This is an optimization exercise on Yosys and OpenROAD, whose aim is small area, not a production implementation.
Function was checked by simulation only, so behaviour that the tests miss may differ from the original.
Power figures rest on the tool's default switching activity, not on a simulated workload.

[flow/flow/run.sh]
#!/bin/bash
# Standard ORFS layout with two changes: ports buffered with the smallest
# buffer, and a clock tree with larger sink clusters and no dummy loads.
set -euo pipefail
export BUFFER_PORTS_ARGS="-buffer_cell sky130_fd_sc_hd__buf_1"
export CTS_ARGS="-sink_clustering_enable -repair_clock_nets -dont_use_dummy_load -sink_clustering_size 24 -sink_clustering_max_diameter 80"
bash standard.sh finish > standard_flow.log 2>&1
[flow/standard.sh]
#!/bin/bash
# synth_recipe.tcl (not shown) runs the flow's synth.tcl, then flattens the netlist and writes it again
# the make line also repeats each setting of config.mk as NAME=value (left out here)
make -C /OpenROAD-flow-scripts/flow DESIGN_CONFIG=/design/flow/config.mk WORK_HOME=/design/flow/orfs CLKGATE_MAP_FILE= SYNTH_SCRIPT=/design/flow/synth_recipe.tcl "${@:-finish}"
[flow/config.mk]
export PLATFORM = sky130hd
export DESIGN_NAME = regfile_mp
export DESIGN_NICKNAME = regfile_mp
export VERILOG_FILES = /design/flow/design.v
export SDC_FILE = /design/flow/constraint.sdc
export NUM_CORES = 4
export LEC_CHECK = 0
export CAP_MARGIN = 20
export CORE_MARGIN = 2
export CORE_UTILIZATION = 30
export PLACE_DENSITY = 0.45
export SLEW_MARGIN = 20
export SYNTH_HIERARCHICAL = 1
[flow/constraint.sdc]
create_clock -name core_clock -period 7.0 [get_ports {clk}]
set_input_delay 1.4000 -clock core_clock [delete_from_list [all_inputs] [get_ports {clk}]]
set_output_delay 1.4000 -clock core_clock [all_outputs]
set_load 0.01 [all_outputs]
[flow/design.v]
module rf_aoi222 (
    input  logic a1, a2, b1, b2, c1, c2,
    output logic y
);
    assign y = ~((a1 & a2) | (b1 & b2) | (c1 & c2));
endmodule
module rf_nand2 (
    input  logic a, b,
    output logic y
);
    assign y = ~(a & b);
endmodule
module rf_nand3 (
    input  logic a, b, c,
    output logic y
);
    assign y = ~(a & b & c);
endmodule
module rf_nand4 (
    input  logic a, b, c, d,
    output logic y
);
    assign y = ~(a & b & c & d);
endmodule
module rf_nor3 (
    input  logic a, b, c,
    output logic y
);
    assign y = ~(a | b | c);
endmodule
module rf_xnor2 (
    input  logic a, b,
    output logic y
);
    assign y = ~(a ^ b);
endmodule
module rf_rdbit (
    input  logic [31:1] sel,
    input  logic [31:1] s,
    input  logic        pz,
    output logic        y
);
    logic [10:0] t;
    logic [2:0]  g;
    logic        n;
    genvar j;
    generate
        for (j = 0; j < 10; j++) begin : g_a
            rf_aoi222 u_a (
                .a1(sel[3*j+1]), .a2(s[3*j+1]),
                .b1(sel[3*j+2]), .b2(s[3*j+2]),
                .c1(sel[3*j+3]), .c2(s[3*j+3]),
                .y(t[j])
            );
        end
    endgenerate
    rf_nand2 u_t10 (.a(sel[31]), .b(s[31]), .y(t[10]));
    rf_nand4 u_g0 (.a(t[0]), .b(t[1]), .c(t[2]), .d(t[3]), .y(g[0]));
    rf_nand4 u_g1 (.a(t[4]), .b(t[5]), .c(t[6]), .d(t[7]), .y(g[1]));
    rf_nand3 u_g2 (.a(t[8]), .b(t[9]), .c(t[10]), .y(g[2]));
    rf_nor3  u_n  (.a(g[0]), .b(g[1]), .c(g[2]), .y(n));
    rf_xnor2 u_x  (.a(n), .b(pz), .y(y));
endmodule
module regfile_mp #(
    parameter int XLEN    = 32,
    parameter int DEPTH   = 32,
    parameter int AW      = $clog2(DEPTH),
    parameter int NUM_RD  = 2,
    parameter int ZERO_R0 = 1
) (
    input  logic                   clk,
    input  logic                   rst,
    input  logic                   clr_req,
    output logic                   busy,
    input  logic                   we0,
    input  logic [AW-1:0]          waddr0,
    input  logic [XLEN-1:0]        wdata0,
    input  logic                   we1,
    input  logic [AW-1:0]          waddr1,
    input  logic [XLEN-1:0]        wdata1,
    input  logic [NUM_RD*AW-1:0]   raddr,
    output logic [NUM_RD*XLEN-1:0] rdata
);
    logic          busy_q;
    logic [AW-1:0] ptr_q;
    logic          phase_q, phase_d;
    logic          kill;
    assign busy = busy_q;
    assign kill = rst | busy_q;
    always_ff @(posedge clk) begin
        if (rst) begin
            busy_q <= 1'b0;
            ptr_q  <= '0;
        end else if (busy_q) begin
            ptr_q <= ptr_q + 1'b1;
            if (ptr_q == AW'(DEPTH - 1)) busy_q <= 1'b0;
        end else if (clr_req) begin
            busy_q <= 1'b1;
            ptr_q  <= '0;
        end
    end
    assign phase_d = ~(rst | phase_q);
    always_ff @(posedge clk) phase_q <= phase_d;
    logic [XLEN-1:0] a0, a1;
    assign a0 = ~((wdata0 & {XLEN{~kill}}) ^ {XLEN{phase_d}});
    assign a1 = ~(wdata1 ^ {XLEN{phase_d}});
    logic [31:1][XLEN-1:0] st;    
    genvar gi, gb;
    generate
        for (gi = 1; gi < DEPTH; gi++) begin : g_entry
            logic hit0, hit1, s0, s1, h;
            logic [XLEN-1:0] q, d;
            assign hit0 = we0 & (waddr0 == AW'(gi));
            assign hit1 = we1 & (waddr1 == AW'(gi));
            assign s1 = ~kill & hit1;
            assign s0 = rst | (busy_q & (ptr_q == AW'(gi))) | (~kill & hit0 & ~hit1);
            assign h  = ~(s0 | s1);
            for (gb = 0; gb < XLEN; gb++) begin : g_bit
                rf_aoi222 u_w (
                    .a1(s0), .a2(a0[gb]),
                    .b1(s1), .b2(a1[gb]),
                    .c1(h),  .c2(q[gb]),
                    .y(d[gb])
                );
            end
            always_ff @(posedge clk) q <= d;
            assign st[gi] = q;
        end
    endgenerate
    genvar gk;
    generate
        for (gk = 0; gk < NUM_RD; gk++) begin : g_rd
            logic [AW-1:0] addr;
            logic [31:1]   sel;
            logic          pz;
            assign addr = raddr[gk*AW +: AW];
            for (gi = 1; gi < DEPTH; gi++) begin : g_sel
                assign sel[gi] = (addr == AW'(gi));
            end
            assign pz = phase_q & (addr != '0);
            for (gb = 0; gb < XLEN; gb++) begin : g_bit
                logic [31:1] col;
                for (gi = 1; gi < DEPTH; gi++) begin : g_col
                    assign col[gi] = st[gi][gb];
                end
                rf_rdbit u_rd (.sel(sel), .s(col), .pz(pz), .y(rdata[gk*XLEN + gb]));
            end
        end
    endgenerate
endmodule
==> results.json <==
{
  "outcome": "finished clean",
  "cts_buffer_depth": 3,
  "swShare_pct": 35.0,
  "drc_errors": 0,
  "synth_flop_cell": "dfxtp_1",
  "cts_tree": "done",
  "grt_max_degree": 38,
  "rsz0062_at_grt": "false",
  "min_period_ns": 6.20,
  "die_h_um": 380,
  "place_hpwl_mm": 166,
  "synth_edf_count": 0,
  "synthCells": 3564,
  "first_global_vias": 46600,
  "startpoint": "raddr[5]",
  "ios": 154,
  "final-max-slew-violation-count": 0,
  "skew_ns": 0.0983,
  "antenna_left": 0,
  "pwr-share-comb_pct": 22.5,
  "whs_ns": 0.485,
  "wl_per_cell_um": 48.2,
  "filler_cell_count": 13900,
  "cts_htree_levels": 2,
  "power_density_nw_per_um2": 274,
  "first_iter_violations": 16900,
  "clk_pin_slew_ns": 0.09,
  "holdBufCountCts": 0,
  "synth.most_common_cell": "a222oi_1",
  "start_util_pct": 30.3,
  "finalCritPeriodShare_pct": 88.6,
  "layout.area.seq_sq_um": 20000,
  "wl_mm": 282,
  "maxSlewHeadroom_pct": 14.1,
  "crit_path_end_kind": "output pin",
  "cts.sinks": 999,
  "rr_startpoint": "busy_q$_SDFF_PP0_",
  "dp.cells": 5787,
  "synth_area_sq_um": 42400,
  "numCtsBuffers": 59,
  "row_count": 137,
  "overflow": 0,
  "final_cells": 5851,
  "worstPathArrival_ns": 4.80,
  "max_freq_mhz": 161,
  "syn_area_per_cell_sq_um": 11.9,
  "maxCapViolCount": 0,
  "fin_nets": 4067,
  "yosysTopAreaCell": "dfxtp_1",
  "synth-seq-cells": 999,
  "post_drt_via_cell_ratio": 8.48,
  "grt_pass1_wl_mm": 382,
  "die_area_sq_um": 144000,
  "synthTopCellsByArea": "dfxtp_1 47%, a222oi_1 39%, xnor2_1 2.6%",
  "ir_worst_vdd_mv": 0.215,
  "cp_max_fo": 14,
  "cp.required_ns": 5.60,
  "antenna_found_initial": 16,
  "clock_power_share_pct": 26.1,
  "clk-insertion-delay-late_ns": 0.75,
  "startpoint_type": "input port",
  "syn_to_final_growth_pct": 18.3,
  "synthTopCellsByCount": "1632 x a222oi_1, 999 x dfxtp_1, 130 x nand4_1, 128 x xnor2_1, 115 x nor2_1",
  "cts_resized": 0,
  "async_reset_ff_share_pct": 0,
  "die_w_um": 380,
  "tns_ns": 0,
  "ys_seq_area_share_pct": 47.2,
  "gp_congestion": 0.940,
  "yosys_warnings": 7,
  "post-cts-setup-buffers": 0,
  "hold_class": "reg2reg",
  "seq_power_share_pct": 51.3,
  "port_buffers": 153,
  "finalHoldViolations": 0,
  "p_sw_mw": 4.80,
  "hp-start": "g_entry[14].q[8]$_DFF_P_",
  "synth_top_area_share_pct": 47.2,
  "track_usage_pct": 36.8,
  "multi_input_area_sq_um": 23600,
  "core-area_sq_um": 140000,
  "setup_viol_count_final": 0,
  "worst_pin_slew_ns": 1.29,
  "critPathKind": "in2out",
  "synth_cell_types": 56,
  "vias": 49600,
  "drive_above_1_share_pct": 14.9,
  "intPower_mw": 8.93,
  "cts-root-buf": "clkbuf_16",
  "p_leak_nw": 15.8,
  "drtPass1Iterations": 23,
  "synth_nets": 3659
}
==> logic make-up after synthesis <==
group           Yosys count  share of synthesized area, %
flops                   999                          47.2
xor+xnor                128                          2.65
simple gates            633                          9.00
compound gates         1738                          40.3
buf+inv                  59                         0.626
fa+ha+maj                 6                         0.177
mux                       1                        0.0236
==> Yosys stat by module (local to each module, per instance), a selection <==
module,cells inside,flops+latches
rf_aoi222,1,0
rf_nand2,1,0
rf_nand3,1,0
rf_nand4,1,0
rf_nor3,1,0
rf_xnor2,1,0
==> power by group through the flow <==
| stage | Sequential (mW) | Combinational [mW] | Clock, mW |
|---|---|---|---|
| 2_1_floorplan | 6.96 | 1.58 | 0 |
| 3_5_place_dp | 7.14 | 2.94 | 0 |
| 4_1_cts | 7.01 | 2.94 | 3.57 |
| 6_report | 7.05 | 3.09 | 3.59 |
| 5_1_grt | 7.12 | 3.13 | 3.75 |
| 3_3_place_gp | 7.13 | 2.91 | 0 |
==> routing by layer <==
layer  GRT usage, %  vias to the layer above  share of wire (%)  wire length (um)
met5              0                        -              0.032                91
met1           47.3                    24900                 36            103000
li1               -                    18800                  -                 -
met2           51.7                     4961                 40            113000
met4           23.6                       10                7.3             20500
met3           13.5                      889                 16             46100
==> cell usage in the layout, fill, tap and decap left out, types with 6 or more instances in the layout <==
cell type	instances
a211oi_1	6
a21boi_4	15
a21oi_1	30
a222oi_1	1632
buf_1	152
buf_12	14
buf_4	234
clkbuf_16	59
dfxtp_1	997
ha_1	6
nand2_1	74
nand2b_1	37
nand2b_2	12
nand3_1	69
nand3b_1	11
nand4_1	130
nand4b_1	7
nand4bb_1	9
nor2_1	26
nor2_4	90
nor2b_1	37
nor3_2	69
nor3b_2	10
o22ai_1	15
o31ai_4	15
or3b_2	6
xnor2_1	96
xnor2_2	32
==> path summary, 6_finish.rpt <==
path	slack (ns)	cells past startpoint	to
max reg2reg	3.39	6	g_entry[4].q[26]$_DFF_P_
min reg2reg	0.48	1	g_entry[14].q[8]$_DFF_P_
max	0.80	9	rdata[33]
min	0.48	1	g_entry[14].q[8]$_DFF_P_
==> per-stage QoR <==
step	instance area (sq um)	power, mW	setup WS [ns]	utilization, %
after floorplan	42400	8.54	0.457	-
final	50100	13.7	0.797	35.8
after global routing	50100	14.0	0.842	35.8
after detailed placement	48600	10.1	1.07	34.7
after global placement	48500	10.0	1.08	34.7
after CTS	50100	13.5	1.06	35.8
==> worst max-delay path, cell delays in order <==
cell	delay [ns]
buf_1	0.52
nand3b_1	0.48
nor2_4	0.69
buf_12	0.25
a222oi_1	0.08
nand4_1	0.35
nor3_2	0.11
xnor2_1	0.67
buf_1	0.22
==> final cells by class <==
class / instances / share of cell area [%]
antenna: 5 / 0.0250
multi-input combinational: 2506 / 47.1
inverter: 3 / 0.0225
clock buffer: 59 / 2.95
sequential: 999 / 39.9
timing repair buffer: 403 / 5.32
tap: 1876 / 4.68
==> sequential cells by signal, indices dropped and copies added (netlist names) <==
name and cells:
ptr_q 5, g_entry.q 992, busy_q 1, phase_q 1

==> afterwards: timing with drivers on the ports <==
In the flow no input, the clock included, has a driving cell. The finished layout below was timed again as built, in two steps. Step 1: set_driving_cell puts a clkbuf_16 on clk and a buf_2 on each other input, an assumption about the parent block. Step 2, shift: input delay + t, output delay - t, t = (earliest + latest rising clock arrival at the registers) / 2. This alone moves slack from input paths to output paths. a / b / c = ideal ports / drivers / drivers and shift; a / b = the first two.
shift t [ns]: 0.779
setup WS [ns]: 0.797 / 0.750 / 0.750
worst setup path at the end: input to output
worst slew at a driven data input, ns: 0.21
cell pins on the clock port's net: 1
After both steps setup and hold are still met in this run. For this run, drivers alone change the setup slack by -0.047 ns; drivers and shift together by -0.047 ns.
